Source: an optimization exercise on an open RTL-to-GDS flow (aim: a short achievable clock period and few clock cycles per item). Production flows keep margins and buffers that such runs may drop.
RTL that was checked went through simulation tests only; none was proved equivalent to the original.
No driver is modelled on the clock port, so clock power and skew are understated where the tree is cut down; a real chip needs a root buffer or a tree.
Power figures rest on the tool's default switching activity, not on a simulated workload.

## job 102
## conv_requant_packer
module conv_requant_packer #(
  parameter int DATA_WIDTH = 8,
  parameter int ACC_WIDTH  = 32,
  parameter int BUS_WIDTH  = 128,
  parameter int ADDR_WIDTH = 18
) (
  input  logic                  clk,
  input  logic                  rst,
  input  logic                  start,
  input  logic [ADDR_WIDTH-1:0] cfg_base_addr,
  input  logic [15:0]           cfg_scale,
  input  logic [4:0]            cfg_shift,
  input  logic [1:0]            cfg_act_mode,
  input  logic [DATA_WIDTH-1:0] cfg_clip_max,
  output logic                  busy,
  output logic                  done,
  input  logic                  in_valid,
  output logic                  in_ready,
  input  logic [ACC_WIDTH-1:0]  in_acc,
  input  logic [ACC_WIDTH-1:0]  in_bias,
  input  logic                  in_last,
  output logic                  out_valid,
  input  logic                  out_ready,
  output logic [ADDR_WIDTH-1:0] out_addr,
  output logic [BUS_WIDTH-1:0]  out_data,
  output logic                  out_last,
  output logic [15:0]           sat_count
);
  localparam int PW = 48;                        
  localparam int NB = 9;                         
  function automatic logic [2*PW-1:0] csa(input logic [PW-1:0] a, input logic [PW-1:0] b,
                                          input logic [PW-1:0] c);
    logic [PW-1:0] s, cy;
    s   = a ^ b ^ c;
    cy  = ((a & b) | (a & c) | (b & c)) << 1;
    csa = {cy, s};
  endfunction
  function automatic logic [11:0] window(input logic [PW-1:0] p, input logic [31:0] sh_oh,
                                         input logic [PW-1:0] fmask);
    logic [PW:0] p2;
    logic [9:0]  w;
    logic        fit;
    p2 = {p, 1'b0};
    for (int j = 0; j < 10; j++) w[j] = |(sh_oh & p2[j +: 32]);
    fit = &(~(p ^ {PW{p[PW-1]}}) | ~fmask);
    window = {p[PW-1], fit, w};
  endfunction
  logic busy_q, done_q, run_q, in_ready_q, first_q;
  logic [5:0] cnt_q;                    
  logic start_ok, accept, pop, out_free;
  logic [5:0] cnt_d;
  logic run_d;
  logic out_valid_q, out_last_q;
  logic idle_q, inrn_q, ovn_q;
  assign start_ok = start & idle_q;
  assign accept   = in_valid & ~inrn_q;
  assign pop      = ~ovn_q & out_ready;
  assign out_free = ovn_q | out_ready;
  ...
Size in the first run: ~1200 flip-flops, ~59000 um^2 of cells after synthesis.
==> flow/config.mk <==
export PLATFORM = sky130hd
export DESIGN_NAME = conv_requant_packer
export DESIGN_NICKNAME = conv_requant_packer
export VERILOG_FILES = /design/flow/design.v
export SDC_FILE = /design/flow/constraint.sdc
export NUM_CORES = 4
export LEC_CHECK = 0
export ABC_CLOCK_PERIOD_IN_PS = 1000
export CAP_MARGIN = 20
export CORE_MARGIN = 2
export CORE_UTILIZATION = 45
export SETUP_SLACK_MARGIN = 5
export SLEW_MARGIN = 20
==> flow/constraint.sdc <==
create_clock -name core_clock -period 7.5 [get_ports {clk}]
set_input_delay 1.5000 -clock core_clock [delete_from_list [all_inputs] [get_ports {clk}]]
set_output_delay 1.5000 -clock core_clock [all_outputs]
set_load 0.01 [all_outputs]
standard.sh (not shown) runs the stock make flow with config.mk's settings and CLKGATE_MAP_FILE= SYNTH_SCRIPT=/design/flow/synth_recipe.tcl, a recipe that flattens the netlist after the stock synthesis.
==> flow/flow/run.sh <==
#!/bin/bash
# Own flow: the standard layout (standard synthesis unchanged), with the
# clock tree step replaced by the shallow tree of flow/manual_cts.tcl.
set -euo pipefail
export PRE_CTS_TCL="$(pwd)/flow/manual_cts.tcl"
bash standard.sh > standard_flow.log 2>&1
Other scripts of this flow, unchanged in this note and not shown: flow/flow/manual_cts.tcl
For job 105, these inputs were changed with respect to job 102:
--- a/flow/design.v
+++ b/flow/design.v
@@ -97,25 +97,25 @@
       idle_q     <= ~start_ok & (idle_q | done_q);
       done_q     <= pop & hlast_q;
       run_q      <= run_d;
       in_ready_q <= in_ready_d;
       inrn_q     <= ~in_ready_d;
       first_q    <= start_ok;
       cnt_q      <= cnt_d;
     end
   end
   logic [15:0] scale_q;
   logic [4:0]  shift_q;
   logic [1:0]  mode_q;
-  logic [7:0]  clip_q;
+  logic signed [7:0] clip_q;
   always_ff @(posedge clk) begin
     if (idle_q) begin
       scale_q <= cfg_scale;
       shift_q <= cfg_shift;
       mode_q  <= cfg_act_mode;
       clip_q  <= cfg_clip_max;
     end
   end
   logic [NB-1:0] bneg_q, bone_q, btwo_q;
   logic [PW-1:0] fmask_q;                
   logic [31:0]   shoh_q;                 
   logic signed [9:0] hi_q, him1_q, lo_q, lom1_q;
@@ -131,76 +131,68 @@
       ym1 = (i == 0) ? 1'b0 : y[2*i-1];
       y0  = y[2*i];
       y1  = y[2*i+1];
       bneg_q[i] <= y1 & ~(y0 & ym1);
       bone_q[i] <= y0 ^ ym1;
       btwo_q[i] <= (y1 & ~y0 & ~ym1) | (~y1 & y0 & ym1);
     end
     for (int k = 0; k < PW; k++) fmask_q[k] <= (k >= int'(shift_q) + 8);
     for (int k = 0; k < 32; k++) shoh_q[k] <= (k == int'(shift_q));
     case (mode_q)
       2'd1: begin lo8 = 8'sd0; hi8 = 8'sd127; end
       2'd2: begin
-        if ($signed(clip_q) < 0) begin lo8 = $signed(clip_q); hi8 = $signed(clip_q); end
-        else begin lo8 = 8'sd0; hi8 = $signed(clip_q); end
+        if (clip_q < 0) begin lo8 = clip_q; hi8 = clip_q; end
+        else begin lo8 = 8'sd0; hi8 = clip_q; end
       end
       default: begin lo8 = -8'sd128; hi8 = 8'sd127; end
     endcase
     hi_q   <= 10'(hi8);
     him1_q <= 10'(hi8) - 10'sd1;
     lo_q   <= 10'(lo8);
     lom1_q <= 10'(lo8) - 10'sd1;
     hib_q  <= hi8;
     lob_q  <= lo8;
     pmax_q <= {1'b0, scale_q, 31'd0} - {32'd0, scale_q};
     pmin_q <= '0 - {1'b0, scale_q, 31'd0};
     wmax_q <= window(pmax_q, shoh_q, fmask_q);
     wmin_q <= window(pmin_q, shoh_q, fmask_q);
   end
   logic        v0, l0;
-  logic [31:0] a0, b0;
+  logic [16:0] lo0;                      
+  logic [15:0] ahi0, bhi0;
   always_ff @(posedge clk) begin
-    a0 <= in_acc;
-    b0 <= in_bias;
-    l0 <= in_last;
+    lo0  <= {1'b0, in_acc[15:0]} + {1'b0, in_bias[15:0]};
+    ahi0 <= in_acc[31:16];
+    bhi0 <= in_bias[31:16];
+    l0   <= in_last;
   end
   logic        v1, l1, ovf1, neg1;
-  logic [31:0] x1;
+  logic signed [31:0] x1;
   always_ff @(posedge clk) begin
-    logic [16:0] lo, hi0, hi1;
-    logic [17:0] h1;
-    lo   = {1'b0, a0[15:0]} + {1'b0, b0[15:0]};
-    hi0  = {a0[31], a0[31:16]} + {b0[31], b0[31:16]};
-    h1   = {a0[31], a0[31:16], 1'b1} + {b0[31], b0[31:16], 1'b1};
-    hi1  = h1[17:1];
-    if (lo[16]) begin
-      x1   <= {hi1[15:0], lo[15:0]};
-      ovf1 <= hi1[16] ^ hi1[15];
-      neg1 <= hi1[16];
-    end else begin
-      x1   <= {hi0[15:0], lo[15:0]};
-      ovf1 <= hi0[16] ^ hi0[15];
-      neg1 <= hi0[16];
-    end
+    logic [17:0] h;
+    h    = {ahi0[15], ahi0, lo0[16]} + {bhi0[15], bhi0, lo0[16]};
+    x1   <= {h[16:1], lo0[15:0]};
+    ovf1 <= h[17] ^ h[16];
+    neg1 <= h[17];
     l1   <= l0;
   end
   logic        v2, l2, ovf2, neg2;
   logic [PW-1:0] r2_0, r2_1, r2_2, r2_3;
   always_ff @(posedge clk) begin
     logic [PW-1:0] m, t0, t1, t2, t3, t4, t5;
     logic [PW-1:0] row [NB];
     for (int i = 0; i < NB; i++) begin
       m = '0;
-      if (bone_q[i]) m = PW'($signed(x1));
-      if (btwo_q[i]) m = PW'($signed(x1)) << 1;
+      if (bone_q[i]) m = PW'(x1);
+      if (btwo_q[i]) m = PW'(x1) << 1;
       if (bneg_q[i]) m = ~m;
       row[i] = m << (2 * i);
       if (i > 0) row[i][2*i-2] = bneg_q[i-1];
     end
     {t1, t0} = csa(row[0], row[1], row[2]);
     {t3, t2} = csa(row[3], row[4], row[5]);
     {t5, t4} = csa(row[6], row[7], row[8]);
     {r2_1, r2_0} <= csa(t0, t1, t2);
     {r2_3, r2_2} <= csa(t3, t4, t5);
     ovf2 <= ovf1;
     neg2 <= neg1;
     l2   <= l1;
--- outcome ---
Job 105: all stages complete, timing, DRC and antenna checks passed. Comparing job 105 and job 102, the higher number of global-route vias before repair is on job 102. Summary of job 105 over job 102: post-route fraction of the period consumed by the critical path grew by 4.8 points, final critical delay including setup and external delays grew by 0.36 ns, die footprint shrank by about 1.1%. Design area (job 105 vs. job 102) increases slightly. Setup slack of the most critical reg-to-reg path up 0.21 ns in job 105 wrt job 102. Per the comparison of job 105 with job 102, switching share of power grew by 0.18 points, post-synthesis to final-layout area growth went up 1.9 points, total power now sits lower, xor/xnor share of the synthesized area shows no meaningful change.
Function was not checked in any run of this note: the RTL went through the layout flow alone. In every run of this note, the design's own scripts or RTL, not TritonCTS, make the clock network.

---

Setup of the previous run:
conv_requant_packer, a different RTL version from the one above (not shown whole).
Size: about 6000 cells after synthesis, ~1300 flip-flops, ~290 I/O pins, about 59000 sq um of cells after synthesis.
==> flow/design.v (excerpt) <==
module conv_requant_packer #(
  parameter int DATA_WIDTH = 8,
  parameter int ACC_WIDTH  = 32,
  parameter int BUS_WIDTH  = 128,
  parameter int ADDR_WIDTH = 18
) (
  input  logic                  clk,
  input  logic                  rst,
  input  logic                  start,
  input  logic [ADDR_WIDTH-1:0] cfg_base_addr,
  input  logic [15:0]           cfg_scale,
  input  logic [4:0]            cfg_shift,
  input  logic [1:0]            cfg_act_mode,
  input  logic [DATA_WIDTH-1:0] cfg_clip_max,
  output logic                  busy,
  output logic                  done,
  input  logic                  in_valid,
  output logic                  in_ready,
  input  logic [ACC_WIDTH-1:0]  in_acc,
  input  logic [ACC_WIDTH-1:0]  in_bias,
  input  logic                  in_last,
  output logic                  out_valid,
  input  logic                  out_ready,
  output logic [ADDR_WIDTH-1:0] out_addr,
  output logic [BUS_WIDTH-1:0]  out_data,
  output logic                  out_last,
  output logic [15:0]           sat_count
);
Settings: LEC_CHECK=0, ABC_CLOCK_PERIOD_IN_PS=1000, CAP_MARGIN=20, CORE_MARGIN=2, CORE_UTILIZATION=45, SETUP_SLACK_MARGIN=5, SLEW_MARGIN=20, TNS_END_PERCENT=20; clock period 7.5 ns.
Scripts as last shown in full above: flow/flow/run.sh
Other scripts of this flow, unchanged in this note and not shown: flow/flow/manual_cts.tcl
Relative to the previous run, the following input files were edited for the current run:
-- flow/design.v --
<<< the previous run, line 239
  logic        v4, l4, ovf4, neg4;
  logic [24:0] plo4;
  logic        c24n4;                    
  logic [23:0] phi4_c0, phi4_c1;
  always_ff @(posedge clk) begin
>>> the current run, line 239
  logic        v4, l4, ovf4, neg4;
  logic [24:0] plo4;
  logic [23:0] phi4_c0, phi4_c1;
  always_ff @(posedge clk) begin
<<< the previous run, line 247
    h1 = ksadd(PW'(r3_0[47:24]), PW'(r3_1[47:24]), 1'b1);
    plo4    <= lo[24:0];
    c24n4   <= ~lo[24];
    phi4_c0 <= h0[23:0];
    phi4_c1 <= h1[23:0];
>>> the current run, line 246
    h1 = ksadd(PW'(r3_0[47:24]), PW'(r3_1[47:24]), 1'b1);
    plo4    <= lo[24:0];
    phi4_c0 <= h0[23:0];
    phi4_c1 <= h1[23:0];
<<< the previous run, line 260
    wc0 = window({phi4_c0, plo4[23:0]}, shoh_q, fmask_q);
    wc1 = window({phi4_c1, plo4[23:0]}, shoh_q, fmask_q);
    if (ovf4) begin
      w5 <= neg4 ? wmin_q : wmax_q;
    end else begin
      w5[5:0]  <= plo4[24] ? wc1[5:0] : wc0[5:0];
      w5[11:6] <= c24n4 ? wc0[11:6] : wc1[11:6];
    end
    l5 <= l4;
  end
>>> the current run, line 258
    wc0 = window({phi4_c0, plo4[23:0]}, shoh_q, fmask_q);
    wc1 = window({phi4_c1, plo4[23:0]}, shoh_q, fmask_q);
    if (ovf4)          w5 <= neg4 ? wmin_q : wmax_q;
    else if (plo4[24]) w5 <= wc1;
    else               w5 <= wc0;
    l5 <= l4;
  end
==> run summary <==
Clock network power consumption: the current run vs the previous run, no meaningful difference. Relative to the previous run, the number of buffers inserted to repair setup after CTS of the current run is higher by about 14%. The current run: full flow OK, the timing, design-rule and antenna checks passed. Of the current run and the previous run, it is the current run that has the higher worst setup slack after layout. The previous run → the current run: area overhead of the layout relative to synthesis held; total iterations of the first detailed-routing run fell by 3. HPWL after detailed placement, the previous run and the current run: smaller value in the previous run. Diff the previous run -> the current run: global-route track usage on met2 rose 0.50 points; die area held steady.
Testbench counts of the current run, summed over its fixed seeds: cycles 9,727, items 9,247.
For the previous run, only the layout was checked, not whether the RTL still works. No run of this note takes its clock network from TritonCTS; it comes from the design's own scripts or RTL.

-- afterwards: timing with drivers on the ports --
Ports are ideal in the flow. The routed layouts listed here were re-timed in OpenROAD.
Step 1 assumes that a clkbuf_16 drives the clock port and a buf_2 every other input.
Step 2 times the ports against the registers' clock, not the clock port: input delays grow and output delays shrink by t, the midpoint of the rising clock arrivals with the driver on.
a / b / c = ideal ports / drivers / drivers and shift; a / b = the first two.
run	t, ns	setup WS [ns]	worst setup path after step 2	clock arrival spread, ns	slew at the worst register clock pin (ns)
job 102	0.549	4.810 / 4.810 / 4.466	input to register	0.090 / 0.089	0.11 / 0.11
job 105	0.556	4.447 / 4.462 / 3.906	input to register	0.090 / 0.089	0.12 / 0.12
the previous run	0.551	4.846 / 4.788 / 4.368	input to register	0.080 / 0.080	0.12 / 0.12
the current run	0.554	4.863 / 4.806 / 4.410	input to register	0.087 / 0.087	0.12 / 0.12
After both steps setup and hold are still met in every run listed. For job 105, which loses most, drivers alone change the setup slack by +0.015 ns; drivers and shift together by -0.541 ns.
